Context: an optimization exercise on an open-source flow, tuned for small area, a short achievable clock period and few clock cycles per item. The choices shown serve that exercise and are no tape-out recipe.
The RTL was checked by simulation tests, not by an equivalence proof against the original design.
No activity file was given, so power comes from the tool's default toggle rates.

===== design/flow/design.v =====
package cmru_pkg;
  localparam logic signed [13:0] CENTER_X_RST = 14'sd2048;
  localparam logic signed [13:0] CENTER_Y_RST = 14'sd1920;
  localparam logic [11:0]        RADIUS_RST   = 12'd2968;
endpackage
module cmru_edge_trk #(
  parameter bit NEG = 1'b0     
) (
  input  logic               clk,
  input  logic               sel_clr,    
  input  logic               sel_prep,   
  input  logic               sel_hor,    
  input  logic               sel_move,   
  input  logic               sel_step,   
  input  logic               sel_conv,   
  input  logic               dm,         
  input  logic               dm_nxt,
  input  logic signed [24:0] dq,
  input  logic signed [24:0] hx,
  input  logic               hc,
  input  logic [3:0]         o,
  input  logic signed [10:0] base,
  output logic signed [10:0] e,
  output logic               cv,
  output logic               cv_nxt
);
  logic signed [24:0] s_r, xa, s1, s_nxt;
  logic [7:0]         k_r, k_nxt;
  logic signed [10:0] e_r, e_nxt;
  logic               cv_r;
  logic [24:0]        m32;
  logic [7:0]         o2;
  logic               stp, k0, k1, kz_nxt, sn;
  assign m32 = {8'd0, k_r, o, 5'd0};
  assign o2  = {4'd0, o} * {4'd0, o};
  assign stp = sel_step && !cv_r;
  always_comb begin
    xa = '0;
    if (sel_move)       xa = dq;
    if (stp && !dm)     xa = $signed(m32 + 25'd256);
    if (stp && dm)      xa = $signed(25'd768 - m32);
    if (sel_conv)       xa = $signed(25'd256 - m32);
    if (sel_hor)        xa = hx;
  end
  assign s1 = s_r + xa;
  always_comb begin
    s_nxt = s_r;
    if (sel_prep)                                   s_nxt = $signed({17'd0, o2}) + $signed({24'd0, hc});
    else if (sel_hor || sel_move || stp || sel_conv) s_nxt = s1;
  end
  always_comb begin
    k_nxt = k_r;
    e_nxt = e_r;
    if (sel_clr) begin
      k_nxt = 8'd0;
      e_nxt = base;
    end else if (stp) begin
      k_nxt = dm ? (k_r - 8'd1) : (k_r + 8'd1);
      e_nxt = (dm ^ NEG) ? (e_r - 11'sd1) : (e_r + 11'sd1);
    end
  end
  assign k0     = (k_r == 8'd0);
  assign k1     = (k_r == 8'd1);
  assign kz_nxt = sel_clr || (stp ? (dm && k1) : k0);
  assign sn     = s_nxt[24];
  assign cv_nxt = dm_nxt ? (sn || kz_nxt) : !sn;
  always_ff @(posedge clk) begin
    s_r  <= s_nxt;
    k_r  <= k_nxt;
    e_r  <= e_nxt;
    cv_r <= cv_nxt;
  end
  assign e  = e_r;
  assign cv = cv_r;
endmodule
module circle_mask_rect_generator_unit (
  input  logic         clk,
  input  logic         rst_n,
  input  logic         in_valid,
  output logic         in_ready,
  input  logic [7:0]   in_row,
  output logic         out_valid,
  input  logic         out_ready,
  output logic [8:0]   out_x_left,
  output logic [7:0]   out_y_top,
  output logic [8:0]   out_x_right,
  output logic [7:0]   out_y_bottom,
  output logic         out_last_of_batch,
  input  logic         cfg_valid,
  output logic         cfg_ready,
  input  logic [1:0]   cfg_index,
  input  logic [13:0]  cfg_data
);
  logic signed [13:0] cx_r, cy_r;
  logic [11:0]        rad_r;
  logic [7:0] top_r, bot_r;
  logic       act_r, closed_r, open_r, band_r, wr_d;
  logic       r0_v;
  logic [7:0] y_r;
  logic       f_is0, f_inb, f_last, f_band, f_stale;
  logic       f_same, f_nxt;      
  logic       bdone_r, rph_r, have_r;
  logic               tv_r, dm_r;
  logic [7:0]         ty_r;
  logic signed [13:0] q_r;       
  logic               t_prep, t_hor;
  logic [3:0]         hcnt_r;
  logic [24:0]        hb_r;      
  logic               hbit_r;
  logic sel_clr, sel_clry, sel_prep, sel_hor, sel_move, sel_step, sel_conv;
  logic       run_open_r;
  logic [7:0] run_t_r, run_b_r;
  logic [8:0] run_l_r, run_r_r;
  logic       p_v, p_e1, p_e2, p_band, p_last;
  logic [7:0] p_a, p_b;
  logic [8:0] p_l, p_r;
  logic cfg_wr;
  assign cfg_wr = cfg_valid && (cfg_index != 2'd3);
  logic               open_c, closed_c, act_c;
  logic signed [14:0] cy_e, r_e, lo_s, hi_s, lo_f, hi_f;
  logic [7:0]         top_c, bot_c;
  assign open_c   = (rad_r >= 12'd2968);
  assign closed_c = (rad_r == 12'd0);
  assign act_c    = !open_c && !closed_c;
  assign cy_e     = {cy_r[13], cy_r};
  assign r_e      = {3'b000, rad_r};
  assign lo_s     = cy_e - r_e;
  assign hi_s     = cy_e + r_e + 15'sd15;
  assign lo_f     = lo_s >>> 4;
  assign hi_f     = hi_s >>> 4;
  assign top_c    = lo_f[14] ? 8'd0 : (lo_f > 15'sd240) ? 8'd240 : lo_f[7:0];
  assign bot_c    = hi_f[14] ? 8'd0 : (hi_f > 15'sd240) ? 8'd240 : hi_f[7:0];
  logic [8:0] lx, rx;
  logic       cvb, res_now, res_ok, proc;
  logic       pfree, done, push, match;
  logic       ev_band, ev_e1, ev_e2, ev_last;
  logic [7:0] ev_a, ev_b;
  logic [8:0] ev_l, ev_r;
  logic       ro, run_full, old_ex, fin_ex, run_has;
  logic       run_new, run_ext, run_drop, set_bdone, set_rph;
  logic       cv_l, cv_r;
  assign cvb     = cv_l && cv_r;
  assign res_now = tv_r && !t_prep && !t_hor && f_same && cvb;
  assign res_ok  = have_r || res_now;
  assign proc    = r0_v && !f_stale;
  assign pfree    = !p_v || (out_ready && !(p_e1 && p_e2));
  assign ro       = run_open_r && !f_is0;
  assign match    = (lx == run_l_r) && (rx == run_r_r);
  assign run_full = (run_l_r == 9'd0) && (run_r_r == 9'd256);
  assign old_ex   = ro && !match && !run_full;
  assign fin_ex   = f_last && ((lx != 9'd0) || (rx != 9'd256));
  assign run_has  = !run_full;
  always_comb begin
    done      = 1'b0;
    push      = 1'b0;
    ev_band   = 1'b0;
    ev_a      = run_t_r;
    ev_b      = run_b_r;
    ev_l      = run_l_r;
    ev_r      = run_r_r;
    ev_e1     = (run_l_r != 9'd0);
    ev_e2     = (run_r_r != 9'd256);
    ev_last   = 1'b1;
    run_new   = 1'b0;
    run_ext   = 1'b0;
    run_drop  = 1'b0;
    set_bdone = 1'b0;
    set_rph   = 1'b0;
    if (proc) begin
      if (!f_inb) begin
        if (f_band) begin
          ev_band = 1'b1;
          push    = pfree;
          done    = pfree;
        end else begin
          done = 1'b1;
        end
        run_drop = f_is0;
      end else if (res_ok) begin
        if (f_band && !bdone_r) begin
          ev_band   = 1'b1;
          ev_last   = !fin_ex;
          push      = pfree;
          set_bdone = pfree;
        end else if (!rph_r) begin
          if (!old_ex || pfree) begin
            push    = old_ex;
            ev_last = !fin_ex;
            run_ext = match && ro;
            run_new = !(match && ro);
            if (f_last) set_rph = 1'b1;
            else        done    = 1'b1;
          end
        end else begin
          if (!run_has || pfree) begin
            push     = run_has;
            done     = 1'b1;
            run_drop = 1'b1;
          end
        end
      end
    end
    if (ev_band) begin
      ev_a  = closed_r ? 8'd240 : top_r;
      ev_b  = bot_r;
      ev_l  = 9'd256;
      ev_r  = 9'd0;
      ev_e1 = closed_r || (top_r != 8'd0);
      ev_e2 = !closed_r && (bot_r != 8'd240);
    end
  end
  assign in_ready  = !r0_v || done;
  assign cfg_ready = 1'b1;
  logic       acc;
  logic [7:0] yn;
  assign acc = in_ready && in_valid;
  assign yn  = acc ? in_row : y_r;
  logic [3:0]         o_l, o_r;
  logic signed [10:0] fl, ce, e_l, e_r;
  logic               cvn_l, cvn_r;
  logic signed [24:0] dq, hx;
  logic               hc, dm_n;
  logic signed [13:0] ap, bp;
  logic [7:0]         clr_t;
  assign o_l = cx_r[3:0];
  assign o_r = 4'(-cx_r[3:0]);
  assign fl  = {cx_r[13], cx_r[13:4]};
  assign ce  = fl + {10'd0, (o_l != 4'd0)};
  assign ap = $signed({2'b00, rad_r}) + 14'sd8 - q_r;
  assign bp = 14'sd8 - $signed({2'b00, rad_r}) - q_r;
  assign dq = $signed({{7{q_r[12]}}, q_r[12:0], 5'd0});
  assign hx = !hbit_r ? 25'sd0 : (hcnt_r == 4'd13) ? $signed(~hb_r) : $signed(hb_r);
  assign hc = ap[13];
  assign dm_n = sel_conv ? 1'b1 : sel_clr ? 1'b0 : dm_r;
  cmru_edge_trk #(.NEG(1'b1)) u_trk_l (
    .clk (clk), .sel_clr (sel_clr), .sel_prep (sel_prep), .sel_hor (sel_hor),
    .sel_move (sel_move), .sel_step (sel_step), .sel_conv (sel_conv),
    .dm (dm_r), .dm_nxt (dm_n), .dq (dq), .hx (hx), .hc (hc), .o (o_l), .base (fl),
    .e (e_l), .cv (cv_l), .cv_nxt (cvn_l)
  );
  cmru_edge_trk #(.NEG(1'b0)) u_trk_r (
    .clk (clk), .sel_clr (sel_clr), .sel_prep (sel_prep), .sel_hor (sel_hor),
    .sel_move (sel_move), .sel_step (sel_step), .sel_conv (sel_conv),
    .dm (dm_r), .dm_nxt (dm_n), .dq (dq), .hx (hx), .hc (hc), .o (o_r), .base (ce),
    .e (e_r), .cv (cv_r), .cv_nxt (cvn_r)
  );
  assign lx = e_l[10] ? 9'd0 : (e_l > 11'sd256) ? 9'd256 : e_l[8:0];
  assign rx = e_r[10] ? 9'd0 : (e_r > 11'sd256) ? 9'd256 : e_r[8:0];
  logic               tv_n, prep_n, hor_n, have_n, r0v_n, stale_n;
  logic               inb_n, last_n, band_n, is0_n, same_n, nxt_n;
  logic [7:0]         ty_n, ty1, ty2;
  logic signed [13:0] q_n;
  assign clr_t = sel_clry ? y_r : top_r;
  assign ty1   = ty_r + 8'd1;
  assign ty2   = ty_r + 8'd2;
  always_comb begin
    tv_n   = tv_r;
    prep_n = 1'b0;
    hor_n  = t_hor;
    if (sel_clr) begin
      tv_n   = 1'b0;
      prep_n = 1'b1;
    end
    if (sel_prep) hor_n = 1'b1;
    if (sel_hor && hcnt_r == 4'd13) begin
      hor_n = 1'b0;
      tv_n  = 1'b1;
    end
    if (cfg_wr) begin
      tv_n   = 1'b0;
      prep_n = 1'b0;
      hor_n  = 1'b0;
    end
    if (!rst_n) begin
      tv_n   = 1'b0;
      prep_n = 1'b0;
      hor_n  = 1'b0;
    end
  end
  assign ty_n = sel_clr ? clr_t : sel_move ? ty1 : ty_r;
  assign q_n  = sel_clr  ? ($signed({2'b00, clr_t, 4'b0000}) + 14'sd16 - cy_r) :
                sel_move ? (q_r + 14'sd16) : q_r;
  assign r0v_n   = rst_n && (in_ready ? in_valid : r0_v);
  assign have_n  = rst_n && !done && (have_r || (proc && f_inb && res_ok));
  assign stale_n = wr_d;
  assign is0_n   = (yn == 8'd0);
  assign inb_n   = act_r && (yn >= top_r) && (yn < bot_r);
  assign last_n  = ({1'b0, yn} + 9'd1 == {1'b0, bot_r});
  assign band_n  = is0_n && (closed_r || (act_r && ((top_r != 8'd0) || (bot_r != 8'd240))));
  assign same_n  = sel_move ? (yn == ty1) : (yn == ty_r);
  assign nxt_n   = sel_move ? (yn == ty2) : (yn == ty1);
  function automatic logic [6:0] decode(
      input logic prep, input logic hor, input logic need, input logic have,
      input logic tv, input logic same, input logic nxt, input logic cvb_i, input logic nc,
      input logic bg);
    logic clr, clry, mv, stp, cnv, rel;
    rel  = tv && (same || nxt);
    clr  = 1'b0;
    clry = 1'b0;
    mv   = 1'b0;
    stp  = 1'b0;
    cnv  = 1'b0;
    if (prep || hor) begin
    end else if (need && !have) begin
      if (rel) begin
        stp = !cvb_i;
        cnv = cvb_i && nc;
        mv  = cvb_i && !nc;
      end else begin
        clr  = 1'b1;
        clry = 1'b1;
      end
    end else if (need) begin
      cnv = tv && same && cvb_i && nc;
      mv  = tv && same && cvb_i && !nc;
    end else if (!tv) begin
      clr = bg;
    end else begin
      stp = !cvb_i;
    end
    decode = {clr, clry, prep, hor, mv, stp, cnv};
  endfunction
  logic       need_n, nc_n, bg_n;
  logic [6:0] dec0, dec1, dec_n;
  assign need_n = r0v_n && inb_n && !stale_n;
  assign nc_n   = !dm_n && !q_n[13];
  assign bg_n   = band_r && !cfg_wr && !wr_d;
  assign dec0   = decode(prep_n, hor_n, need_n, have_n, tv_n, same_n, nxt_n, 1'b0, nc_n, bg_n);
  assign dec1   = decode(prep_n, hor_n, need_n, have_n, tv_n, same_n, nxt_n, 1'b1, nc_n, bg_n);
  assign dec_n  = (cvn_l && cvn_r) ? dec1 : dec0;
  always_ff @(posedge clk) begin
    if (!rst_n) begin
      cx_r       <= 14'sd2048;
      cy_r       <= 14'sd1920;
      rad_r      <= 12'd2968;
      run_open_r <= 1'b0;
      p_v        <= 1'b0;
      bdone_r    <= 1'b0;
      rph_r      <= 1'b0;
      {sel_clr, sel_clry, sel_prep, sel_hor, sel_move, sel_step, sel_conv} <= '0;
    end else begin
      if (cfg_valid) begin
        case (cfg_index)
          2'd0: cx_r  <= $signed(cfg_data);
          2'd1: cy_r  <= $signed(cfg_data);
          2'd2: rad_r <= cfg_data[11:0];
          default: begin
          end
        endcase
      end
      if (done) begin
        bdone_r <= 1'b0;
        rph_r   <= 1'b0;
      end else begin
        if (set_bdone) bdone_r <= 1'b1;
        if (set_rph)   rph_r   <= 1'b1;
      end
      if (run_drop)     run_open_r <= 1'b0;
      else if (run_new) run_open_r <= 1'b1;
      if (push) begin
        p_v <= 1'b1;
      end else if (p_v && out_ready && !(p_e1 && p_e2)) begin
        p_v <= 1'b0;
      end
      {sel_clr, sel_clry, sel_prep, sel_hor, sel_move, sel_step, sel_conv} <= dec_n;
    end
  end
  always_ff @(posedge clk) begin
    r0_v    <= r0v_n;
    have_r  <= have_n;
    tv_r    <= tv_n;
    t_prep  <= prep_n;
    t_hor   <= hor_n;
    ty_r    <= ty_n;
    q_r     <= q_n;
    dm_r    <= dm_n;
    top_r    <= top_c;
    bot_r    <= bot_c;
    act_r    <= act_c;
    closed_r <= closed_c;
    open_r   <= open_c;
    band_r   <= act_c && (top_c < bot_c);
    wr_d     <= cfg_wr;
    if (acc) y_r <= in_row;
    f_stale <= stale_n;
    f_is0   <= is0_n;
    f_inb   <= inb_n;
    f_last  <= last_n;
    f_band  <= band_n;
    f_same  <= same_n;
    f_nxt   <= nxt_n;
    if (sel_prep) begin
      hb_r   <= 25'(bp);
      hbit_r <= ap[0];
      hcnt_r <= 4'd0;
    end else if (sel_hor) begin
      hb_r   <= {hb_r[23:0], 1'b0};
      hbit_r <= ap[hcnt_r + 4'd1];
      hcnt_r <= hcnt_r + 4'd1;
    end
    if (run_new) begin
      run_t_r <= y_r;
      run_b_r <= y_r + 8'd1;
      run_l_r <= lx;
      run_r_r <= rx;
    end else if (run_ext) begin
      if (run_b_r != 8'd240) run_b_r <= run_b_r + 8'd1;
    end
    if (push) begin
      p_e1   <= ev_e1;
      p_e2   <= ev_e2;
      p_band <= ev_band;
      p_last <= ev_last;
      p_a    <= ev_a;
      p_b    <= ev_b;
      p_l    <= ev_l;
      p_r    <= ev_r;
    end else if (p_v && out_ready && p_e1 && p_e2) begin
      p_e1 <= 1'b0;
    end
  end
  assign out_valid         = p_v;
  assign out_x_left        = p_e1 ? 9'd0 : p_r;
  assign out_x_right       = p_e1 ? p_l : 9'd256;
  assign out_y_top         = p_band ? (p_e1 ? 8'd0 : p_b) : p_a;
  assign out_y_bottom      = p_band ? (p_e1 ? p_a : 8'd240) : p_b;
  assign out_last_of_batch = p_last && !(p_e1 && p_e2);
endmodule

===== design/flow/run.sh =====
#!/bin/bash
# synth_recipe.tcl (not shown) runs the flow's synth.tcl, then flattens the netlist and writes it again
# the make line also repeats each setting of config.mk as NAME=value (left out here)
make -C /OpenROAD-flow-scripts/flow DESIGN_CONFIG=/design/flow/config.mk WORK_HOME=/design/flow/orfs CLKGATE_MAP_FILE= SYNTH_SCRIPT=/design/flow/synth_recipe.tcl finish

===== design/flow/config.mk =====
export PLATFORM = sky130hd
export DESIGN_NAME = circle_mask_rect_generator_unit
export DESIGN_NICKNAME = circle_mask_rect_generator_unit
export VERILOG_FILES = /design/flow/design.v
export SDC_FILE = /design/flow/constraint.sdc
export NUM_CORES = 4
export LEC_CHECK = 0
export ABC_AREA = 1
export CAP_MARGIN = 20
export CORE_MARGIN = 2
export CORE_UTILIZATION = 40
export SETUP_SLACK_MARGIN = 3.5
export SLEW_MARGIN = 20

===== design/flow/constraint.sdc =====
create_clock -name core_clock -period 8.0 [get_ports {clk}]
set_input_delay 1.6000 -clock core_clock [delete_from_list [all_inputs] [get_ports {clk}]]
set_output_delay 1.6000 -clock core_clock [all_outputs]
set_load 0.01 [all_outputs]

==> flow_metrics.env, run 1 <==
export IMPL_fin_area_mm2=0.0271
export IMPL_yosys_warnings=3
export IMPL_post_route_min_period_ps=4620
export IMPL_synth_xor_area_share_pct=4.40
export IMPL_final_hold_viol_count=0
export IMPL_drt_pass1_iterations=6
export IMPL_synth_compound_area_share_pct=17.7
export IMPL_outcome="finished clean"
export IMPL_async_reset_ff_share_pct=0
export IMPL_cts_buffers=38
export IMPL_die_h_um=244
export IMPL_drt_iter0_markers=1563
export IMPL_pre_cts_ws_ps=2280
export IMPL_synth_ff_type="edfxtp_1"
export IMPL_clock_latency_ps=580
export IMPL_multi_input_area_mm2=0.0134
export IMPL_tightest_slew_ps=1070
export IMPL_grt_pass1_wl_um=105000
export IMPL_grt_ovfl_total=0
export IMPL_cp_start_kind="input port"
export IMPL_area_growth_pct=17.3
export IMPL_setup_tns_ps=0
export IMPL_drive_above_1_share_pct=10.4
export IMPL_final_common_cell="nand2_1"
export IMPL_grt_usage_pct=21.8
export IMPL_cpMostUsedCell="o21a_1"
export IMPL_via_count=21200
export IMPL_synthAdderAreaFrac_pct=11.3
export IMPL_antenna_cells=0
export IMPL_routabilityCongestion=0.932
export IMPL_die_width_um=244
export IMPL_clockBufferDepth=3
export IMPL_yosys_area_share_simple_pct=21.8
export IMPL_via_per_inst=5.20
export IMPL_drcViolationCount=0
export IMPL_synth_top_family_by_area="simple AND/OR/NAND/NOR gates"
export IMPL_rsz0062_at_grt="true"
export IMPL_syn_num_nets=3385
export IMPL_clock_sinks=305
export IMPL_critPathSlowestCell="clkdlybuf4s50_1"
export IMPL_finClkSkew_ps=16.0
export IMPL_path_cells="clkdlybuf4s50_1 -> nand3_1 -> nand2_4 -> ha_4 -> o21a_1 -> o21a_1 -> o21a_1 -> o21a_1 -> o21a_1 -> o21a_1 -> o21ai_2 -> a2111oi_4 -> nand3b_1 -> buf_4 -> nor2_1 -> nand2_1 -> nand2_2 -> nand2_1 -> nor2_1"
export IMPL_io_buffers=65
export IMPL_ios=67
export IMPL_hpwl_um=50100
export IMPL_path_clk_slew_ps=60
export IMPL_drv_cap=0
export IMPL_synth_edff_count=189
export IMPL_core_area_mm2=0.0575
export IMPL_antenna_found_initial=0
export IMPL_hold_class="register to register"
export IMPL_cts_tree="built"
export IMPL_drv_slew=0
export IMPL_syn_area_mm2=0.0231
export IMPL_yosysUniqueCellTypes=65
export IMPL_synth_seq_area_share_pct=34.6
export IMPL_cp_end_kind="register"
export IMPL_fill_cells=5830
export IMPL_ys_ff_latch=305
export IMPL_initial_core_util_pct=40.2
export IMPL_wl_um=66400
export IMPL_p_leak_nw=12.6
export IMPL_layout_setup_ws_ps=3380
export IMPL_grt_max_degree=63
export IMPL_synth_area_mux_share_pct=0
export IMPL_synthCells=3152
export IMPL_worst_path_largest_cell_delay_ps=1000
export IMPL_nets=3512
export IMPL_finalCritPeriodShare_pct=57.8
export IMPL_crit_type="input port to register"
export IMPL_max_freq_ghz=0.216
export IMPL_ant_nets=0
export IMPL_ir_worst_vdd_mv=0.164
export IMPL_arrival_ps=5090
export IMPL_layout_common_cells="nand2_1 (542), inv_1 (499), nor2_1 (334)"
export IMPL_dpl_instance_area_mm2=0.0246
export IMPL_cp_required_ps=8470
export IMPL_relSlewSlack_pct=28.1
export IMPL_root_buffer="clkbuf_16"
export IMPL_wl_per_cell_um=16.3
export IMPL_cp_max_fo=16
export IMPL_die_area_mm2=0.0598
export IMPL_htreeDepth=2
export IMPL_grt_pass1_vias=19500
export IMPL_rows=88
export IMPL_powerDensity_mw_per_mm2=181
export IMPL_setup_violations=0
export IMPL_seqCellArea_mm2=0.00802
export IMPL_avgSynthCellArea_um2=7.34
-- state kept, by name, indices dropped and copies added, names as in the netlist, 8 cells and up --
signal / flops
p_b: 8
q_r: 14
top_r: 8
ty_r: 8
u_trk_r.e_r: 11
p_r: 9
bot_r: 8
p_a: 8
p_l: 9
run_l_r: 9
u_trk_r.k_r: 8
run_b_r: 8
run_t_r: 8
cy_r: 14
run_r_r: 9
cx_r: 14
u_trk_l.s_r: 25
u_trk_l.e_r: 11
u_trk_r.s_r: 25
rad_r: 12
y_r: 8
u_trk_l.k_r: 8
hb_r: 25
-- worst max-delay path, delay by kind of cell --
family | cells | cell delay (ps)
compound gates | 8 | 1230
buf+inv | 2 | 1140
simple gates | 8 | 930
fa+ha+maj | 1 | 200
-- path summary, 6_finish.rpt --
check                               startpoint        to  slack [ps]  depth (start not counted)
worst max-delay path                  in_valid  sel_move        3380                         19
worst min-delay path                      wr_d   f_stale         380                          0
worst max register to register  u_trk_l.e_r[6]  sel_move        3390                         37
worst min register to register            wr_d   f_stale         380                          0
-- power breakdown --
part	switching (W)	total, W	internal (W)
sequential	0.000116	0.00190	0.00179
combinational	0.000800	0.00127	0.000470
clock	0.000747	0.00175	0.00100
total	0.00166	0.00492	0.00326
-- cells in the mapped netlist, drive strengths merged (22+ instances only) --
| library cell | number | area, um^2 |
|---|---|---|
| dfxtp | 116 | 2320 |
| nand3 | 152 | 796 |
| nor2 | 357 | 1360 |
| a31oi | 24 | 150 |
| nand4 | 23 | 150 |
| xnor2 | 27 | 236 |
| o21ai | 296 | 1490 |
| clkbuf | 66 | 248 |
| o31ai | 22 | 165 |
| nor3 | 40 | 200 |
| o211ai | 25 | 188 |
| o22ai | 27 | 169 |
| ha | 197 | 2460 |
| edfxtp | 189 | 5680 |
| inv | 522 | 1960 |
| a21oi | 232 | 1170 |
| xor2 | 87 | 781 |
| nand2 | 577 | 2250 |
-- metal layers --
layer | vias to the layer above | part of all wire [%] | track usage (%)
met3 | 90 | 5.5 | 2.83
li1 | 10800 | - | -
met5 | - | 0 | 0
met4 | 0 | 2.1 | 5.40
met2 | 553 | 45 | 34.6
met1 | 9739 | 48 | 31.3
-- final cells by class --
cell class	instances	share of cell area [%]
Inverter	531	7.54
Timing Repair Buffer	166	5.44
Tap cell	765	3.53
Clock buffer	51	4.01
Sequential cell	305	29.6
Timing Repair inverter	3	0.0645
Clock inverter	18	0.585
Multi-Input combinational cell	2234	49.3
-- kinds of logic (layout without fill, tap and decap cells) --
| group | Yosys count | in the layout |
|---|---|---|
| buffers and inverters | 615 | 769 |
| flip-flops | 305 | 305 |
| other | 1 | 1 |
| XOR/XNOR | 114 | 114 |
| adder cells (fa/ha/maj) | 204 | 204 |
| AO/OA/AOI/OAI | 720 | 722 |
| AND/OR/NAND/NOR | 1193 | 1193 |
-- timing repair --
| item | 4_1_cts | 5_1_grt |
|---|---|---|
| gates resized for setup | 69 | 113 |
| pin swaps | 27 | 44 |
| hold buffers | 0 | 0 |
| endpoints found under the setup margin | 25 | 36 |
| buffers inserted | 38 | 45 |
| cloned | 4 | 2 |
-- per-stage QoR --
| step | util, % | hold WS (ps) | total power, W | std cells |
|---|---|---|---|---|
| finish | 47.2 | 378 | 0.00492 | 4073 |
| global route | 47.2 | 385 | 0.00520 | 4073 |
| CTS | 45.9 | 371 | 0.00489 | 4026 |
| detailed placement | 42.8 | 362 | 0.00308 | 3915 |
| global placement | 42.7 | 370 | 0.00308 | 3914 |
| floorplan | - | 344 | 0.00276 | 3152 |
Testbench counts, summed over its fixed seeds: cycles 18,297, rows 11,528.
==> run 2, diff against run 1 <==
--- a/design/flow/config.mk
+++ b/design/flow/config.mk
@@ -5,9 +5,8 @@
 export SDC_FILE = /design/flow/constraint.sdc
 export NUM_CORES = 4
 export LEC_CHECK = 0
-export ABC_AREA = 1
 export CAP_MARGIN = 20
 export CORE_MARGIN = 2
 export CORE_UTILIZATION = 40
-export SETUP_SLACK_MARGIN = 3.5
+export SETUP_SLACK_MARGIN = 3.0
 export SLEW_MARGIN = 20
==> flow_metrics.env, run 2 <==
export IMPL_grt_pass1_vias=19100
export IMPL_tightest_slew_ps=1070
export IMPL_cts_buffers=38
export IMPL_synth_area_mux_share_pct=1.80
export IMPL_synth_top_cell_area_share_pct=24.2
export IMPL_root_buffer="clkbuf_16"
export IMPL_yosys_warnings=3
export IMPL_die_area_mm2=0.0605
export IMPL_cp_end_kind="register"
export IMPL_syn_area_mm2=0.0234
export IMPL_via_count=20200
export IMPL_drv_slew=0
export IMPL_htreeDepth=2
export IMPL_met3_usage_pct=2.16
export IMPL_area_growth_pct=15.6
export IMPL_cp_max_fo=5
export IMPL_drive_above_1_share_pct=10.9
export IMPL_synth_edff_count=189
export IMPL_synth_compound_area_share_pct=20.2
export IMPL_fill_cells=5588
export IMPL_setup_violations=0
export IMPL_yosysTopAreaCell="edfxtp_1"
export IMPL_drt_iter0_markers=1558
export IMPL_pre_cts_ws_ps=1540
export IMPL_rsz0062_at_grt="true"
export IMPL_hold_class="register to register"
export IMPL_rows=88
export IMPL_antenna_found_initial=1
export IMPL_met1_usage_pct=31.3
export IMPL_wl_um=69200
export IMPL_crit_type="input port to register"
export IMPL_grt_pass1_wl_um=107000
export IMPL_drt_pass1_iterations=5
export IMPL_cts_tree="built"
export IMPL_synth_common_cells="nand2_1 (261), nor2_1 (226), ha_1 (197), edfxtp_1 (189), a21oi_1 (175)"
export IMPL_clockBufferDepth=3
export IMPL_antenna_cells=0
export IMPL_synth_most_common_cell="nand2_1"
export IMPL_gr_max_usage_layer="met2"
export IMPL_die_h_um=246
export IMPL_finClkSkew_ps=35.9
export IMPL_fin_area_mm2=0.0271
export IMPL_path_clk_slew_ps=60
export IMPL_outcome="finished clean"
export IMPL_die_width_um=246
export IMPL_initial_core_util_pct=40.5
export IMPL_holdWs_ps=421
export IMPL_yosys_area_share_simple_pct=18.9
export IMPL_final_common_cell="nand2_1"
export IMPL_arrival_ps=5420
export IMPL_cp_required_ps=8500
export IMPL_io_buffers=65
export IMPL_synth_xor_area_share_pct=8.98
export IMPL_drv_cap=0
export IMPL_yosysUniqueCellTypes=112
export IMPL_clock_sinks=305
export IMPL_hpwl_um=50900
export IMPL_grt_ovfl_total=0
export IMPL_largestRegisters="hb_r: 25 flops, u_trk_l.s_r: 25 flops, u_trk_r.s_r: 25 flops"
export IMPL_p_leak_nw=10.7
export IMPL_grt_usage_pct=22.2
export IMPL_final_hold_viol_count=0
export IMPL_synth_seq_area_share_pct=34.2
export IMPL_drcViolationCount=0
export IMPL_async_reset_ff_share_pct=0
export IMPL_cp_start_kind="input port"
export IMPL_via_per_inst=5.67
export IMPL_core_area_mm2=0.0578
export IMPL_layout_setup_ws_ps=3090
export IMPL_ios=67
export IMPL_avgSynthCellArea_um2=8.69
export IMPL_finalCritPeriodShare_pct=61.4
export IMPL_max_freq_ghz=0.203
export IMPL_setup_tns_ps=0
export IMPL_routabilityCongestion=0.920
export IMPL_relSlewSlack_pct=27.9
export IMPL_wl_per_cell_um=19.4
export IMPL_clock_latency_ps=570
export IMPL_layout_common_cells="nand2_1 (256), nor2_1 (224), ha_1 (194)"
export IMPL_nets=2996
export IMPL_ant_nets=0
export IMPL_use_met2_pct=35.9
export IMPL_ir_worst_vdd_mv=0.164
export IMPL_grt_max_degree=78
export IMPL_post_route_min_period_ps=4910
export IMPL_ys_ff_latch=305
export IMPL_powerDensity_mw_per_mm2=169
export IMPL_netlist_top_cells_area="edfxtp_1 (24%), ha_1 (11%), dfxtp_1 (9.9%)"
export IMPL_synthAdderAreaFrac_pct=11.1
export IMPL_synth_ff_type="edfxtp_1"
export IMPL_dpl_instance_area_mm2=0.0248
export IMPL_synthCells=2695
export IMPL_synth_top_family_by_area="compound AO/OA/AOI/OAI gates"
export IMPL_syn_num_nets=2928
## run 2: final timing paths
| path | start | to | slack [ps] | depth (start not counted) |
|---|---|---|---|---|
| worst max-delay path | out_ready | sel_clr | 3090 | 21 |
| worst max register to register | cx_r[0] | sel_move | 3120 | 25 |
| worst min register to register | wr_d | f_stale | 420 | 0 |
| worst min-delay path | wr_d | f_stale | 420 | 0 |
## run 2: area by class of cell
cell class / count / area (um^2) / share of cell area (%)
clock buffers: 47 / 1020 / 3.76
clock inverters: 23 / 263 / 0.971
inverters: 166 / 633 / 2.34
multi-input cells: 2104 / 14800 / 54.9
flip-flops and latches: 305 / 8020 / 29.6
well taps: 765 / 957 / 3.54
repair buffers: 148 / 1320 / 4.89
## run 2: repair_timing
item | in CTS | in global routing
pin swaps | 17 | 40
buffers inserted | 23 | 39
endpoints found under the setup margin | 23 | 14
gates cloned | 2 | 0
resized for setup | 64 | 67
hold buffers | 0 | 0
## run 2: worst max-delay path, cell delays in order
cell and delay, ps:
buf_8 80, a21boi_4 60, a21boi_4 150, a2111o_1 430
nor3_4 230, a21boi_4 300, nor2_4 90, a21o_1 230
ha_1 290, nor2b_1 130, o21a_1 170, o21a_1 180
o21ai_1 110, nand2b_1 100, a21oi_2 140, nor2b_1 50
o21ai_1 140, nor4bb_4 280, nand3b_1 180, a211o_1 330
a21oi_2 130
## run 2: metal layers
metal	wire length [um]	part of all wire (%)
met1	32700	47
met2	31200	45
met3	3420	4.9
met4	1780	2.6
met5	0	0
## run 2: logic make-up after synthesis
| group | Yosys count |
|---|---|
| and+or+nand+nor | 894 |
| AOI/OAI and AO/OA | 726 |
| DFF | 305 |
| buffers and inverters | 287 |
| xor gates and xnor gates | 240 |
| adders and majority gates | 204 |
| muxes | 38 |
| other | 1 |
## run 2: where the power goes
group / switching, W / total, W / internal, W
Combinational: 0.000518 / 0.000903 / 0.000386
Sequential: 0.000116 / 0.00187 / 0.00175
Clock: 0.000730 / 0.00180 / 0.00107
Total: 0.00136 / 0.00457 / 0.00321
## run 2: stage by stage
step | utilization, % | cells | total power, W
detailed placement | 42.8 | 3424 | 0.00273
finish | 46.8 | 3558 | 0.00457
global placement | 42.8 | 3424 | 0.00272
CTS | 45.8 | 3519 | 0.00457
floorplan | - | 2695 | 0.00247
global route | 46.8 | 3558 | 0.00476
==> run 3, diff against run 2 <==
--- a/design/flow/config.mk
+++ b/design/flow/config.mk
@@ -5,6 +5,7 @@
 export SDC_FILE = /design/flow/constraint.sdc
 export NUM_CORES = 4
 export LEC_CHECK = 0
+export ABC_AREA = 1
 export CAP_MARGIN = 20
 export CORE_MARGIN = 2
 export CORE_UTILIZATION = 40
==> flow_metrics.env, run 3 <==
export IMPL_outcome="finished clean"
export IMPL_relSlewSlack_pct=21.9
export IMPL_avgSynthCellArea_um2=7.34
export IMPL_synth_common_cells="nand2_1 (557), inv_1 (508), nor2_1 (351), o21ai_0 (290), a21oi_1 (230)"
export IMPL_grt_ovfl_total=0
export IMPL_cp_end_kind="primary output"
export IMPL_cp_start_kind="input port"
export IMPL_yosys_warnings=3
export IMPL_multi_input_area_mm2=0.0130
export IMPL_drt_iter0_markers=1456
export IMPL_routabilityCongestion=0.924
export IMPL_clock_sinks=305
export IMPL_yosysUniqueCellTypes=65
export IMPL_syn_num_nets=3385
export IMPL_path_cells="clkdlybuf4s50_1 -> inv_1 -> o21ai_4 -> nor2_1 -> nand2_1 -> nand2_1 -> nand2_2 -> nand2_4 -> nand2_8 -> buf_4 -> clkdlybuf4s15_1"
export IMPL_pre_cts_ws_ps=1780
export IMPL_wl_per_cell_um=16.4
export IMPL_setup_tns_ps=0
export IMPL_worst_path_largest_cell_delay_ps=430
export IMPL_hpwl_um=50400
export IMPL_drcViolationCount=0
export IMPL_cp_max_fo=8
export IMPL_max_freq_ghz=0.207
export IMPL_power_w=0.00495
export IMPL_grt_pass1_vias=19300
export IMPL_grt_pass1_wl_um=106000
export IMPL_path_clk_slew_ps=60
export IMPL_final_hold_viol_count=0
export IMPL_die_area_mm2=0.0598
export IMPL_crit_type="input port to primary output"
export IMPL_rsz0062_at_grt="true"
export IMPL_post_route_min_period_ps=4840
export IMPL_finClkSkew_ps=50.2
export IMPL_cpMostUsedCell="nand2_1"
export IMPL_nets=3471
export IMPL_drive_above_1_share_pct=7.28
export IMPL_ir_worst_vdd_mv=0.166
export IMPL_drv_cap=0
export IMPL_fill_cells=5837
export IMPL_hold_class="register to register"
export IMPL_largestRegisters="hb_r: 25 flops, u_trk_l.s_r: 25 flops, u_trk_r.s_r: 25 flops"
export IMPL_synth_top_cell_area_share_pct=24.5
export IMPL_grt_max_degree=63
export IMPL_clock_latency_ps=600
export IMPL_layout_common_cells="nand2_1 (552), inv_1 (506), nor2_1 (341)"
export IMPL_ys_ff_latch=305
export IMPL_htreeDepth=2
export IMPL_synth_seq_area_share_pct=34.6
export IMPL_ios=67
export IMPL_drt_pass1_iterations=6
export IMPL_synth_most_common_cell="nand2_1"
export IMPL_drv_slew=0
export IMPL_cp_num_buf_inv=4
export IMPL_layout_setup_ws_ps=3160
export IMPL_tightest_slew_ps=1160
export IMPL_cts_tree="built"
export IMPL_yosysTopAreaCell="edfxtp_1"
export IMPL_seqCellArea_mm2=0.00801
export IMPL_finalCritPeriodShare_pct=60.5
export IMPL_arrival_ps=3240
export IMPL_synth_edff_count=189
export IMPL_grt_usage_pct=22.0
export IMPL_synth_ff_type="edfxtp_1"
export IMPL_antenna_cells=0
export IMPL_powerDensity_mw_per_mm2=187
export IMPL_holdBufCountCts=0
export IMPL_die_width_um=244
export IMPL_netlist_top_cells_area="edfxtp_1 (25%), ha_1 (11%), dfxtp_1 (10%)"
export IMPL_rows=88
export IMPL_clockBufferDepth=3
export IMPL_via_count=20900
export IMPL_cp_required_ps=6400
export IMPL_antenna_found_initial=0
export IMPL_async_reset_ff_share_pct=0
export IMPL_cts_buffers=40
export IMPL_syn_area_mm2=0.0231
export IMPL_synthCells=3152
export IMPL_critPathSlowestCell="clkdlybuf4s50_1"
export IMPL_p_leak_nw=12.3
export IMPL_initial_core_util_pct=40.2
export IMPL_area_growth_pct=14.4
export IMPL_cp_top_family="buffers and inverters"
export IMPL_io_buffers=65
export IMPL_via_per_inst=5.18
export IMPL_die_h_um=244
export IMPL_final_common_cell="nand2_1"
export IMPL_wl_um=66200
export IMPL_setup_violations=0
export IMPL_root_buffer="clkbuf_16"
export IMPL_ant_nets=0
export IMPL_core_area_mm2=0.0575
-- run 3: routing by layer --
metal  part of all wire, %  global-route usage (%)  vias to the layer above
met5                     0                       0                        -
met4                   1.6                    5.08                        0
met3                   5.2                    3.15                       63
met2                    44                    34.5                      485
met1                    49                    32.1                     9677
li1                      -                       -                    10700
-- run 3: worst paths after layout --
| path | start | end | slack [ps] | cells past startpoint |
|---|---|---|---|---|
| setup reg to reg | u_trk_r.e_r[2] | sel_step | 3230 | 35 |
| hold / removal | wr_d | f_stale | 360 | 0 |
| setup / recovery | out_ready | in_ready | 3160 | 11 |
| hold reg to reg | wr_d | f_stale | 360 | 0 |
-- run 3: per-stage QoR --
step	instance area, um^2	hold WS (ps)	util, %	std cells
after floorplan	23100	344	-	3152
after global placement	24500	379	42.6	3913
after detailed placement	24500	373	42.7	3914
after CTS	25900	354	45.1	3995
after global routing	26500	365	46.0	4035
final	26500	359	46.0	4035
-- run 3: cell type report --
| class | instances | area share (%) |
|---|---|---|
| clock buffer | 59 | 4.36 |
| tap | 765 | 3.62 |
| sequential | 305 | 30.3 |
| inverter | 531 | 7.59 |
| multi-input combinational | 2234 | 49.2 |
| clock inverter | 15 | 0.676 |
| timing repair inverter | 2 | 0.0473 |
| timing repair buffer | 124 | 4.23 |
-- run 3: power by group --
group          internal, W  switching (W)  total [W]
logic             0.000441       0.000785    0.00123
clock network      0.00107       0.000746    0.00182
registers          0.00179       0.000116    0.00190
-- run 3: timing repair --
action                                  in CTS  in global routing
pin swaps                                    4                 18
buffers inserted                             6                 37
gates resized for setup                     15                 62
gates cloned                                 1                  3
endpoints found under the setup margin      13                 19
-- run 3: worst register-to-register path, delay by kind of cell (launching register included) --
family,cells,cell delay [ps]
and+or+nand+nor,20,1740
buffers and inverters,4,530
DFF,1,440
adders and majority gates,1,240
AOI/OAI and AO/OA,10,1730
-- run 3: cells by family (layout without fill, tap and decap cells) --
| kind of cell | Yosys count | count (layout) | synth area share (%) |
|---|---|---|---|
| DFF | 305 | 305 | 34.6 |
| xor gates and xnor gates | 114 | 114 | 4.40 |
| AOI/OAI and AO/OA | 720 | 720 | 17.7 |
| other | 1 | 1 | 0.0162 |
| and+or+nand+nor | 1193 | 1195 | 21.8 |
| adders and majority gates | 204 | 204 | 11.3 |
| buffers and inverters | 615 | 731 | 10.2 |
==> run 4, diff against run 3 <==
--- a/design/flow/config.mk
+++ b/design/flow/config.mk
@@ -5,9 +5,8 @@
 export SDC_FILE = /design/flow/constraint.sdc
 export NUM_CORES = 4
 export LEC_CHECK = 0
-export ABC_AREA = 1
 export CAP_MARGIN = 20
 export CORE_MARGIN = 2
 export CORE_UTILIZATION = 40
-export SETUP_SLACK_MARGIN = 3.0
+export SETUP_SLACK_MARGIN = 4.0
 export SLEW_MARGIN = 20
==> flow_metrics.env, run 4 <==
export IMPL_outcome="finished clean"
export IMPL_die_width_um=246
export IMPL_crit_type="input port to register"
export IMPL_grt_max_degree=78
export IMPL_drv_cap=0
export IMPL_htreeDepth=2
export IMPL_initial_core_util_pct=40.5
export IMPL_combPwrFrac_pct=23.0
export IMPL_timing_reg2reg_setup_slack_ps=3140
export IMPL_die_h_um=246
export IMPL_yosysUniqueCellTypes=112
export IMPL_antenna_cells=0
export IMPL_drcViolationCount=0
export IMPL_yosys_warnings=3
export IMPL_clockBufferDepth=3
export IMPL_synth_ff_type="edfxtp_1"
export IMPL_r2r_end="sel_move"
export IMPL_routabilityCongestion=0.930
export IMPL_io_buffers=65
export IMPL_layout_common_cells="nand2_1 (250), nor2_1 (215), edfxtp_1 (189)"
export IMPL_ant_nets=0
export IMPL_grt_ovfl_total=0
export IMPL_met1_usage_pct=32.3
export IMPL_synth_common_cells="nand2_1 (261), nor2_1 (226), ha_1 (197), edfxtp_1 (189), a21oi_1 (175)"
export IMPL_rows=88
export IMPL_ios=67
export IMPL_post_route_min_period_ps=4910
export IMPL_ys_ff_latch=305
export IMPL_synth_top_cell_area_share_pct=24.2
export IMPL_clock_latency_ps=560
export IMPL_pwr_share_clk_pct=36.0
export IMPL_setup_violations=0
export IMPL_holdBufCountCts=0
export IMPL_hpwl_um=50800
export IMPL_r2r_cells=26
export IMPL_swShare_pct=30.3
export IMPL_final_hold_viol_count=0
export IMPL_synth_most_common_cell="nand2_1"
export IMPL_cp_startpoint="out_ready"
export IMPL_timing_rr_start="cx_r[0]"
export IMPL_p_seq_share_pct=40.9
export IMPL_drt_iter0_markers=1356
export IMPL_clock_sinks=305
export IMPL_hold_class="register to register"
export IMPL_syn_num_nets=2928
export IMPL_drt_pass1_iterations=6
export IMPL_max_freq_ghz=0.204
export IMPL_drv_slew=0
export IMPL_gr_max_usage_layer="met2"
export IMPL_area_growth_pct=22.1
export IMPL_cts_tree="built"
export IMPL_die_area_mm2=0.0605
export IMPL_cp_end_kind="register"
export IMPL_met3_usage_pct=2.52
export IMPL_via_per_inst=5.67
export IMPL_cts_buffers=37
export IMPL_yosysTopAreaCell="edfxtp_1"
export IMPL_rsz0062_at_grt="true"
export IMPL_largestRegisters="hb_r: 25 flops, u_trk_l.s_r: 25 flops, u_trk_r.s_r: 25 flops"
export IMPL_tightest_slew_ps=1130
export IMPL_async_reset_ff_share_pct=0
export IMPL_synth_seq_area_share_pct=34.2
export IMPL_synthCells=2695
export IMPL_multi_input_area_mm2=0.0158
export IMPL_setup_tns_ps=0
export IMPL_grt_usage_pct=22.8
export IMPL_seqCellArea_mm2=0.00806
export IMPL_fill_cells=5370
export IMPL_avgSynthCellArea_um2=8.69
export IMPL_cp_start_kind="input port"
export IMPL_powerDensity_mw_per_mm2=159
export IMPL_grt_pass1_wl_um=110000
export IMPL_wl_per_cell_um=19.5
export IMPL_ir_worst_vdd_mv=0.172
export IMPL_nets=3080
export IMPL_relSlewSlack_pct=24.3
export IMPL_syn_area_mm2=0.0234
export IMPL_drive_above_1_share_pct=18.9
export IMPL_cp_max_fo=4
export IMPL_netlist_top_cells_area="edfxtp_1 (24%), ha_1 (11%), dfxtp_1 (9.9%)"
export IMPL_p_leak_nw=11.2
export IMPL_wl_um=71100
export IMPL_endpoint="sel_move"
export IMPL_p_int_w=0.00316
export IMPL_switchingPower_w=0.00137
export IMPL_cp_required_ps=8450
export IMPL_finClkSkew_ps=13.8
export IMPL_root_buffer="clkbuf_16"
export IMPL_use_met2_pct=36.2
export IMPL_via_count=20600
export IMPL_synth_edff_count=189
export IMPL_final_common_cell="nand2_1"
export IMPL_holdWs_ps=399
export IMPL_finalCritPeriodShare_pct=61.4
export IMPL_grt_pass1_vias=19700
export IMPL_arrival_ps=5360
export IMPL_core_area_mm2=0.0578
export IMPL_path_clk_slew_ps=60
export IMPL_antenna_found_initial=0
[run 4: cell count changes in the layout (fill, tap and decap cells not counted), sizes merged, moves of 48 or more]
cell    previous run  this run
a21boi             5        53
a21oi            232       175
and2               8        63
buf               59       168
inv              522       164
nand2            579       261
nand3            152        73
nor2             357       228
nor2b              0        52
o21ai            296       173
xnor2             27       154
[run 4: layer usage]
layer / part of all wire [%] / routed length [um] / up-vias
met5: 0 / 0 / -
met4: 3.0 / 2120 / 0
met3: 5.1 / 3600 / 110
met2: 45 / 32300 / 608
met1: 47 / 33100 / 9935
li1: - / - / 9976
[run 4: what timing repair did]
item / CTS / global route
pin swaps: 94 / 102
resized for setup: 185 / 159
setup buffers: 85 / 62
setup endpoints to repair: 59 / 67
gates cloned: 2 / 0
[run 4: power groups by stage]
stage | Combinational (W) | Clock, W | Sequential (W)
3_3_place_gp | 0.000841 | 0 | 0.00189
3_5_place_dp | 0.000857 | 0 | 0.00190
6_report | 0.00104 | 0.00163 | 0.00186
4_1_cts | 0.000963 | 0.00167 | 0.00185
2_1_floorplan | 0.000663 | 0 | 0.00183
5_1_grt | 0.00114 | 0.00173 | 0.00187
[run 4: worst max-delay path: stages]
cell	delay (ps)
buf_8	80
a21boi_4	60
a21boi_4	150
a2111o_1	430
nor3_4	230
a21boi_4	280
nor2_4	90
buf_12	140
a21boi_4	170
ha_4	220
nand2b_4	120
a21o_1	150
a21o_1	150
a21o_1	150
a21o_1	150
a21o_1	150
a21o_1	200
a21oi_2	180
nor4bb_4	80
nand3b_1	160
nor2_1	60
and4b_1	210
and2b_1	150
[run 4: how the worst min path moves through the flow]
stage	to	startpoint	slack, ps	cells past startpoint
5_1_grt	f_stale	wr_d	410	0
3_3_place_gp	f_stale	wr_d	390	0
4_1_cts	f_stale	wr_d	400	0
6_report	f_stale	wr_d	400	0
3_5_place_dp	f_stale	wr_d	390	0
2_1_floorplan	f_stale	wr_d	340	0
[run 4: logic make-up after synthesis]
kind of cell / count (synthesis) / share of synthesized area [%]
other: 1 / 0.0160
DFF: 305 / 34.2
buffers and inverters: 287 / 4.78
xor gates and xnor gates: 240 / 8.98
muxes: 38 / 1.80
and+or+nand+nor: 894 / 18.9
adders and majority gates: 204 / 11.1
AOI/OAI and AO/OA: 726 / 20.2
[run 4: layout make-up]
type,instances,area share [%]
Multi-Input combinational cell,2105,55.1
Clock inverter,10,0.175
Tap cell,765,3.35
Sequential cell,305,28.2
Inverter,166,2.24
Clock buffer,56,3.85
Timing Repair Buffer,232,7.09
[run 4: metrics by stage]
| step | utilization [%] | instances | cell area, um^2 | worst slack (ps) | total power [W] |
|---|---|---|---|---|---|
| floorplan | - | 2695 | 23700 | 2990 | 0.00249 |
| global placement | 43.1 | 3423 | 24900 | 1610 | 0.00274 |
| detailed placement | 43.2 | 3424 | 25000 | 1450 | 0.00275 |
| CTS | 47.5 | 3577 | 27500 | 3150 | 0.00449 |
| global route | 49.5 | 3639 | 28600 | 2920 | 0.00474 |
| finish | 49.5 | 3639 | 28600 | 3090 | 0.00454 |
==> run 5, diff against run 4 <==
--- a/design/flow/config.mk
+++ b/design/flow/config.mk
@@ -5,6 +5,7 @@
 export SDC_FILE = /design/flow/constraint.sdc
 export NUM_CORES = 4
 export LEC_CHECK = 0
+export ABC_AREA = 1
 export CAP_MARGIN = 20
 export CORE_MARGIN = 2
 export CORE_UTILIZATION = 40
==> flow_metrics.env, run 5 <==
export IMPL_critical_path_depth=33
export IMPL_layout_setup_ws_ps=3370
export IMPL_p_int_w=0.00343
export IMPL_ios=67
export IMPL_via_per_inst=5.24
export IMPL_grt_max_degree=62
export IMPL_holdWs_ps=392
export IMPL_netlist_top_cells_area="edfxtp_1 (25%), ha_1 (11%), dfxtp_1 (10%)"
export IMPL_crit_type="register to register"
export IMPL_powerDensity_mw_per_mm2=181
export IMPL_yosysTopAreaCell="edfxtp_1"
export IMPL_setup_violations=0
export IMPL_die_h_um=244
export IMPL_clockBufferDepth=3
export IMPL_clock_sinks=305
export IMPL_r2r_cells=33
export IMPL_synth_seq_area_share_pct=34.6
export IMPL_drv_slew=0
export IMPL_drv_cap=0
export IMPL_core_area_mm2=0.0575
export IMPL_cp_max_fo=7
export IMPL_swShare_pct=33.7
export IMPL_routabilityCongestion=0.911
export IMPL_synth_most_common_cell="nand2_1"
export IMPL_synth_top_cell_area_share_pct=24.5
export IMPL_antenna_found_initial=1
export IMPL_finClkSkew_ps=21.5
export IMPL_holdBufCountCts=0
export IMPL_drt_iter0_markers=1708
export IMPL_layout_common_cells="nand2_1 (521), inv_1 (483), nor2_1 (323)"
export IMPL_pwr_share_clk_pct=36.0
export IMPL_root_buffer="clkbuf_16"
export IMPL_post_route_min_period_ps=4630
export IMPL_p_leak_nw=13.1
export IMPL_initial_core_util_pct=40.2
export IMPL_rows=88
export IMPL_area_growth_pct=23.7
export IMPL_antenna_cells=0
export IMPL_largestRegisters="hb_r: 25 flops, u_trk_l.s_r: 25 flops, u_trk_r.s_r: 25 flops"
export IMPL_arrival_ps=5150
export IMPL_hpwl_um=50300
export IMPL_syn_num_nets=3385
export IMPL_rsz0062_at_grt="true"
export IMPL_met3_usage_pct=2.97
export IMPL_outcome="finished clean"
export IMPL_grt_pass1_vias=20100
export IMPL_ant_nets=0
export IMPL_async_reset_ff_share_pct=0
export IMPL_finalCritPeriodShare_pct=57.9
export IMPL_io_buffers=65
export IMPL_yosysUniqueCellTypes=65
export IMPL_grt_pass1_wl_um=108000
export IMPL_via_count=21800
export IMPL_max_freq_ghz=0.216
export IMPL_nets=3593
export IMPL_cp_required_ps=8520
export IMPL_wl_um=69500
export IMPL_power_w=0.00517
export IMPL_die_area_mm2=0.0598
export IMPL_die_width_um=244
export IMPL_critPathSlowestCell="edfxtp_1"
export IMPL_synthCells=3152
export IMPL_avgSynthCellArea_um2=7.34
export IMPL_fin_cells=4156
export IMPL_cts_tree="built"
export IMPL_clock_latency_ps=580
export IMPL_syn_area_mm2=0.0231
export IMPL_grt_ovfl_total=0
export IMPL_yosys_warnings=3
export IMPL_cp_num_buf_inv=0
export IMPL_drive_above_1_share_pct=16.5
export IMPL_synth_common_cells="nand2_1 (557), inv_1 (508), nor2_1 (351), o21ai_0 (290), a21oi_1 (230)"
export IMPL_grt_usage_pct=22.5
export IMPL_htreeDepth=2
export IMPL_path_clk_slew_ps=60
export IMPL_cp_end_kind="register"
export IMPL_final_hold_viol_count=0
export IMPL_p_seq_share_pct=36.8
export IMPL_min_path_cells=0
export IMPL_cts_buffers=39
export IMPL_ys_ff_latch=305
export IMPL_setup_tns_ps=0
export IMPL_drt_pass1_iterations=6
export IMPL_synth_edff_count=189
export IMPL_pre_cts_ws_ps=2250
export IMPL_combPwrFrac_pct=27.1
export IMPL_use_met2_pct=35.6
export IMPL_final_common_cell="nand2_1"
export IMPL_tightest_slew_ps=987
export IMPL_met1_usage_pct=32.1
export IMPL_gr_max_usage_layer="met2"
export IMPL_cp_start_kind="register"
export IMPL_cp_top_family="simple AND/OR/NAND/NOR gates"
export IMPL_relSlewSlack_pct=33.6
export IMPL_dp_cells=3915
export IMPL_wl_per_cell_um=16.7
export IMPL_synth_ff_type="edfxtp_1"
export IMPL_switchingPower_w=0.00174
export IMPL_worst_path_largest_cell_delay_ps=400
export IMPL_ir_worst_vdd_mv=0.129
export IMPL_hold_class="register to register"
export IMPL_drcViolationCount=0
==> run 5: final timing paths <==
| kind | from | slack [ps] | endpoint |
|---|---|---|---|
| min | wr_d | 390 | f_stale |
| max reg2reg | u_trk_r.e_r[0] | 3370 | sel_move |
| min reg2reg | wr_d | 390 | f_stale |
| max | u_trk_r.e_r[0] | 3370 | sel_move |
==> run 5: cell type report <==
class | count | area, um^2
Inverter | 531 | 2070
Timing Repair inverter | 2 | 10.0
Clock buffer | 50 | 1050
Fill cell | 5657 | 28900
Tap cell | 765 | 957
Timing Repair Buffer | 247 | 2210
Sequential cell | 305 | 8040
Multi-Input combinational cell | 2234 | 14000
Clock inverter | 22 | 278
==> run 5: repair_timing <==
action,4_1_cts,5_1_grt
pin swaps,60,89
resized for setup,140,232
hold endpoints to repair,0,0
setup buffers,87,74
endpoints found under the setup margin,63,95
cloned,4,4
==> run 5: cell families (layout without fill, tap and decap cells) <==
logic type      count (synthesis)  count (layout)  synth area share (%)
fa+ha+maj                     204             204                  11.3
simple gates                 1193            1194                  21.8
compound gates                720             721                  17.7
flops                         305             305                  34.6
xor+xnor                      114             114                  4.40
other cells                     1               1                0.0162
buf+inv                       615             852                  10.2
==> run 5: worst reg2reg max path, delay by kind of cell (launching register included) <==
| family | cells | cell delay, ps |
|---|---|---|
| and+or+nand+nor | 23 | 2530 |
| DFF | 1 | 400 |
| adders and majority gates | 1 | 260 |
| AOI/OAI and AO/OA | 9 | 1380 |
==> run 5: power groups by stage <==
stage	registers (W)	logic [W]	clock network, W
floorplan	0.00188	0.000890	0
global placement	0.00193	0.00116	0
detailed placement	0.00193	0.00116	0
CTS	0.00190	0.00128	0.00190
global route	0.00192	0.00157	0.00196
finish	0.00190	0.00140	0.00186
==> run 5: metrics by stage <==
| stage | instance area (um^2) | util [%] |
|---|---|---|
| floorplan | 23300 | - |
| global placement | 24600 | 42.9 |
| detailed placement | 24600 | 42.9 |
| CTS | 27100 | 47.1 |
| global route | 28600 | 49.8 |
| finish | 28600 | 49.8 |
==> run 5: layer usage <==
layer	wire length, um	vias to the layer above
met5	0	-
met3	4560	99
li1	-	10900
met1	32300	10100
met4	1560	0
met2	31100	603
==> run 6, diff against run 5 <==
--- a/design/flow/config.mk
+++ b/design/flow/config.mk
@@ -5,9 +5,9 @@
 export SDC_FILE = /design/flow/constraint.sdc
 export NUM_CORES = 4
 export LEC_CHECK = 0
-export ABC_AREA = 1
 export CAP_MARGIN = 20
 export CORE_MARGIN = 2
 export CORE_UTILIZATION = 40
-export SETUP_SLACK_MARGIN = 4.0
+export PLACE_DENSITY = 0.8
+export SETUP_SLACK_MARGIN = 3.5
 export SLEW_MARGIN = 20
==> flow_metrics.env, run 6 <==
export IMPL_drv_cap=0
export IMPL_antenna_found_initial=0
export IMPL_min_path_cells=0
export IMPL_core_area_mm2=0.0578
export IMPL_outcome="finished clean"
export IMPL_avgSynthCellArea_um2=8.69
export IMPL_ios=67
export IMPL_worst_path_largest_cell_delay_ps=420
export IMPL_whs_endpoint="f_stale"
export IMPL_ys_ff_latch=305
export IMPL_pre_cts_ws_ps=1590
export IMPL_ir_worst_vdd_mv=0.187
export IMPL_rsz0062_at_grt="true"
export IMPL_initial_core_util_pct=40.5
export IMPL_routabilityCongestion=0.969
export IMPL_cts_buffers=36
export IMPL_powerDensity_mw_per_mm2=163
export IMPL_antenna_cells=0
export IMPL_max_freq_ghz=0.207
export IMPL_grt_max_degree=78
export IMPL_drt_iter0_markers=2031
export IMPL_min_from="wr_d"
export IMPL_cp_max_fo=6
export IMPL_setup_tns_ps=0
export IMPL_cts_tree="built"
export IMPL_r2r_end="sel_move"
export IMPL_yosys_warnings=3
export IMPL_critPathSlowestCell="or3b_4"
export IMPL_tightest_slew_ps=940
export IMPL_htreeDepth=2
export IMPL_async_reset_ff_share_pct=0
export IMPL_synth_common_cells="nand2_1 (261), nor2_1 (226), ha_1 (197), edfxtp_1 (189), a21oi_1 (175)"
export IMPL_synth_ff_type="edfxtp_1"
export IMPL_cp_end_kind="register"
export IMPL_synthCells=2695
export IMPL_path_clk_slew_ps=60
export IMPL_p_leak_nw=10.8
export IMPL_path_cells="nor3_4 -> xnor2_4 -> buf_6 -> inv_2 -> ha_1 -> a21oi_2 -> nand2b_4 -> nor3_1 -> a221oi_1 -> a31oi_1 -> o31ai_2 -> ha_1 -> o2111ai_2 -> a31o_4 -> o21ai_4 -> mux2i_4 -> nor4_4 -> or3b_4 -> o211ai_1 -> and4b_1 -> and2b_1"
export IMPL_ant_nets=0
export IMPL_syn_area_mm2=0.0234
export IMPL_netlist_top_cells_area="edfxtp_1 (24%), ha_1 (11%), dfxtp_1 (9.9%)"
export IMPL_clock_latency_ps=560
export IMPL_io_buffers=65
export IMPL_hold_class="register to register"
export IMPL_grt_pass1_wl_um=103000
export IMPL_syn_num_nets=2928
export IMPL_crit_type="register to register"
export IMPL_drcViolationCount=0
export IMPL_finalCritPeriodShare_pct=60.4
export IMPL_largestRegisters="hb_r: 25 flops, u_trk_l.s_r: 25 flops, u_trk_r.s_r: 25 flops"
export IMPL_nets=3012
export IMPL_grt_usage_pct=20.9
export IMPL_cpMostUsedCell="ha_1"
export IMPL_synth_most_common_cell="nand2_1"
export IMPL_wl_um=66200
export IMPL_drive_above_1_share_pct=13.6
export IMPL_yosysUniqueCellTypes=112
export IMPL_die_width_um=246
export IMPL_arrival_ps=5290
export IMPL_layout_setup_ws_ps=3170
export IMPL_synth_top_cell_area_share_pct=24.2
export IMPL_synth_seq_area_share_pct=34.2
export IMPL_relSlewSlack_pct=36.7
export IMPL_hpwl_um=46700
export IMPL_root_buffer="clkbuf_16"
export IMPL_die_h_um=246
export IMPL_timing_rr_start="cx_r[2]"
export IMPL_grt_pass1_vias=19400
export IMPL_die_area_mm2=0.0605
export IMPL_final_hold_viol_count=0
export IMPL_via_count=20700
export IMPL_layout_common_cells="nand2_1 (253), nor2_1 (221), ha_1 (190)"
export IMPL_yosysTopAreaCell="edfxtp_1"
export IMPL_area_growth_pct=17.4
export IMPL_cp_required_ps=8450
export IMPL_timing_reg2reg_setup_slack_ps=3170
export IMPL_wl_per_cell_um=18.6
export IMPL_post_route_min_period_ps=4830
export IMPL_drt_pass1_iterations=6
export IMPL_drv_slew=0
export IMPL_via_per_inst=5.81
export IMPL_final_common_cell="nand2_1"
export IMPL_setup_violations=0
export IMPL_finClkSkew_ps=22.2
export IMPL_grt_ovfl_total=0
export IMPL_rows=88
export IMPL_synth_edff_count=189
export IMPL_clockBufferDepth=3
export IMPL_r2r_cells=21
export IMPL_cp_start_kind="register"
export IMPL_clock_sinks=305
run 6: cell count changes after synthesis, sizes merged, moves of 52 or more:
cell | previous run | this run
inv | 522 | 163
nand2 | 577 | 261
nor2 | 357 | 228
a21oi | 232 | 175
nand3 | 152 | 72
xnor2 | 27 | 154
o21ai | 296 | 173
and2 | 8 | 63
nor2b | 0 | 52
run 6: what timing repair did:
action / in CTS / in global routing
resized for setup: 123 / 101
setup buffers: 44 / 39
pin swaps: 36 / 67
setup endpoints to repair: 34 / 25
gates cloned: 2 / 0
hold buffers: 0 / 0
run 6: final cells by class:
cell class                      count  area [um^2]
Tap cell                          765          957
Multi-Input combinational cell   2104        15200
Timing Repair Buffer              166         1490
Inverter                          166          632
Sequential cell                   305         8040
Clock buffer                       52         1020
Clock inverter                     13          158
Fill cell                        5286        30300
run 6: how the worst max path moves through the flow:
stage / from / to
6_report: cx_r[2] / sel_move
5_1_grt: cx_r[0] / sel_move
4_1_cts: out_ready / sel_move
3_5_place_dp: out_ready / sel_move
3_3_place_gp: out_ready / sel_conv
2_1_floorplan: out_ready / sel_move
run 6: report_power, final:
group          switching (W)  total (W)  internal, W  leakage, nW
Combinational       0.000540   0.000951     0.000411         7.53
Clock               0.000702    0.00166     0.000963        0.581
Sequential          0.000100    0.00185      0.00175         2.70
Total                0.00134    0.00447      0.00313         10.8
run 6: worst max-delay path: cells and delay by family, from the launching register on:
kind                       cells  cell delay, ps
adders and majority gates      2             610
buffers and inverters          2             240
DFF                            1             360
muxes                          1             330
AOI/OAI and AO/OA              8            1400
xor gates and xnor gates       1             140
and+or+nand+nor                7            1640
run 6: metal layers:
metal,global-route usage (%),vias up,wire length [um]
li1,-,9839,-
met1,28.0,9777,27700
met2,33.9,954,30500
met3,3.92,171,5880
met4,6.72,0,2120
met5,0,-,0
run 6: logic make-up after synthesis:
family / count (synthesis) / synth area share [%]
compound gates: 726 / 20.2
buf+inv: 287 / 4.78
simple gates: 894 / 18.9
mux: 38 / 1.80
xor+xnor: 240 / 8.98
flops: 305 / 34.2
other cells: 1 / 0.0160
fa+ha+maj: 204 / 11.1
run 6: stage by stage:
step	instance area (um^2)	cells	util [%]	hold slack [ps]	power (W)
3_5_place_dp	24700	3420	42.8	372	0.00271
4_1_cts	26800	3531	46.3	364	0.00441
6_report	27500	3571	47.5	372	0.00447
2_1_floorplan	23500	2695	-	344	0.00247
3_3_place_gp	24700	3420	42.8	367	0.00269
5_1_grt	27500	3571	47.5	378	0.00464
==> run 7, diff against run 6 <==
--- a/design/flow/config.mk
+++ b/design/flow/config.mk
@@ -8,6 +8,7 @@
 export CAP_MARGIN = 20
 export CORE_MARGIN = 2
 export CORE_UTILIZATION = 40
-export PLACE_DENSITY = 0.8
+export CTS_CLUSTER_DIAMETER = 100
+export CTS_CLUSTER_SIZE = 40
 export SETUP_SLACK_MARGIN = 3.5
 export SLEW_MARGIN = 20
==> flow_metrics.env, run 7 <==
export IMPL_outcome="finished clean"
export IMPL_cpMostUsedCell="a21oi_1"
export IMPL_yosys_warnings=3
export IMPL_ant_nets=0
export IMPL_setup_violations=0
export IMPL_io_buffers=65
export IMPL_cp_max_fo=6
export IMPL_routabilityCongestion=0.927
export IMPL_core_area_mm2=0.0578
export IMPL_synth_ff_type="edfxtp_1"
export IMPL_nets=3013
export IMPL_wl_per_cell_um=19.7
export IMPL_antenna_cells=0
export IMPL_synth_most_common_cell="nand2_1"
export IMPL_ys_ff_latch=305
export IMPL_initial_core_util_pct=40.5
export IMPL_cts_buffers=18
export IMPL_finClkSkew_ps=32.2
export IMPL_synthCells=2695
export IMPL_clock_latency_ps=570
export IMPL_finalCritPeriodShare_pct=60.8
export IMPL_layout_common_cells="nand2_1 (256), nor2_1 (222), ha_1 (194)"
export IMPL_drive_above_1_share_pct=12.8
export IMPL_synth_top_cell_area_share_pct=24.2
export IMPL_yosys_area_share_simple_pct=18.9
export IMPL_die_width_um=246
export IMPL_relSlewSlack_pct=34.8
export IMPL_seqCellArea_mm2=0.00804
export IMPL_antenna_found_initial=0
export IMPL_dp_cells=3426
export IMPL_synthAdderAreaFrac_pct=11.1
export IMPL_grt_usage_pct=22.4
export IMPL_syn_area_mm2=0.0234
export IMPL_cp_num_buf_inv=3
export IMPL_grt_pass1_wl_um=108000
export IMPL_yosysTopAreaCell="edfxtp_1"
export IMPL_synth_compound_area_share_pct=20.2
export IMPL_tightest_slew_ps=969
export IMPL_drt_iter0_markers=1740
export IMPL_drv_slew=0
export IMPL_clock_sinks=305
export IMPL_arrival_ps=5330
export IMPL_final_util_pct=46.7
export IMPL_worst_path_largest_cell_delay_ps=430
export IMPL_hpwl_um=51600
export IMPL_crit_type="register to register"
export IMPL_synth_edff_count=189
export IMPL_grt_max_degree=78
export IMPL_final_hold_viol_count=0
export IMPL_synth_common_cells="nand2_1 (261), nor2_1 (226), ha_1 (197), edfxtp_1 (189), a21oi_1 (175)"
export IMPL_setup_tns_ps=0
export IMPL_final_common_cell="nand2_1"
export IMPL_async_reset_ff_share_pct=0
export IMPL_ir_worst_vdd_mv=0.133
export IMPL_synth_xor_area_share_pct=8.98
export IMPL_clockBufferDepth=3
export IMPL_ios=67
export IMPL_rsz0062_at_grt="true"
export IMPL_die_area_mm2=0.0605
export IMPL_drcViolationCount=0
export IMPL_path_cells="buf_12 -> inv_1 -> nand2_1 -> and2_1 -> xnor2_1 -> a21oi_1 -> o21ai_1 -> a21oi_1 -> o22ai_1 -> ha_1 -> a21oi_2 -> nor2b_1 -> a22oi_2 -> o2111ai_2 -> a31o_2 -> o21ai_2 -> mux2i_2 -> nor4_2 -> or3b_4 -> o211ai_1 -> buf_4 -> and4b_1 -> and2b_1"
export IMPL_avgSynthCellArea_um2=8.69
export IMPL_p_leak_nw=10.6
export IMPL_critPathSlowestCell="ha_1"
export IMPL_cts_tree="built"
export IMPL_path_clk_slew_ps=120
export IMPL_multi_input_area_mm2=0.0151
export IMPL_cp_start_kind="register"
export IMPL_fill_cells=5611
export IMPL_grt_ovfl_total=0
export IMPL_via_per_inst=5.69
run 7: cell counts after synthesis:
No cell type changed its count.
run 7: final timing paths:
| kind | from | to | slack, ps | cells after the start |
|---|---|---|---|---|
| setup / recovery | cx_r[3] | sel_move | 3130 | 23 |
| hold / removal | wr_d | f_stale | 440 | 0 |
| setup reg to reg | cx_r[3] | sel_move | 3130 | 23 |
| hold reg to reg | wr_d | f_stale | 440 | 0 |
run 7: kinds of logic after synthesis:
logic type      after synthesis
mux                          38
buf+inv                     287
flops                       305
other cells                   1
fa+ha+maj                   204
xor+xnor                    240
compound gates              726
simple gates                894
run 7: metal layers:
| metal | part of all wire [%] | global-route usage (%) | vias to the layer above |
|---|---|---|---|
| met5 | 0 | 0 | - |
| met4 | 2.7 | 6.06 | 0 |
| met3 | 4.9 | 1.95 | 101 |
| met2 | 45 | 35.7 | 603 |
| met1 | 47 | 32.3 | 9729 |
| li1 | - | - | 9800 |
run 7: repair_timing:
action / in CTS / in global routing
hold buffers: 0 / 0
resized for setup: 127 / 73
pin swaps: 40 / 48
gates cloned: 2 / 0
setup buffers: 50 / 47
setup endpoints to repair: 39 / 19
run 7: per-stage QoR:
stage / hold WS [ps] / power, W / instance area, um^2 / setup slack [ps]
after floorplan: 344 / 0.00247 / 23500 / 2990
after global placement: 401 / 0.00271 / 24800 / 1590
after detailed placement: 403 / 0.00273 / 24800 / 1500
after CTS: 427 / 0.00393 / 26300 / 3200
after global routing: 439 / 0.00415 / 27000 / 2960
final: 436 / 0.00396 / 27000 / 3130
run 7: where the power goes:
group          leakage, nW  internal [W]  switching (W)
Combinational         7.58      0.000414       0.000547
Clock                0.326      0.000502       0.000649
Sequential            2.70       0.00175       0.000101
run 7: area by class of cell:
class	instances	share of cell area [%]
clock buffer	21	1.87
clock inverter	11	0.602
inverter	166	2.36
multi-input combinational	2104	55.8
sequential	305	29.8
tap	765	3.55
timing repair buffer	185	6.01

Setup slack of run 7, layout unchanged: 3.133 ns with ideal ports, 3.133 ns with driving cells assumed (clock clkbuf_16, inputs buf_2), 2.600 ns with port delays also shifted by the 0.608 ns mid clock arrival.
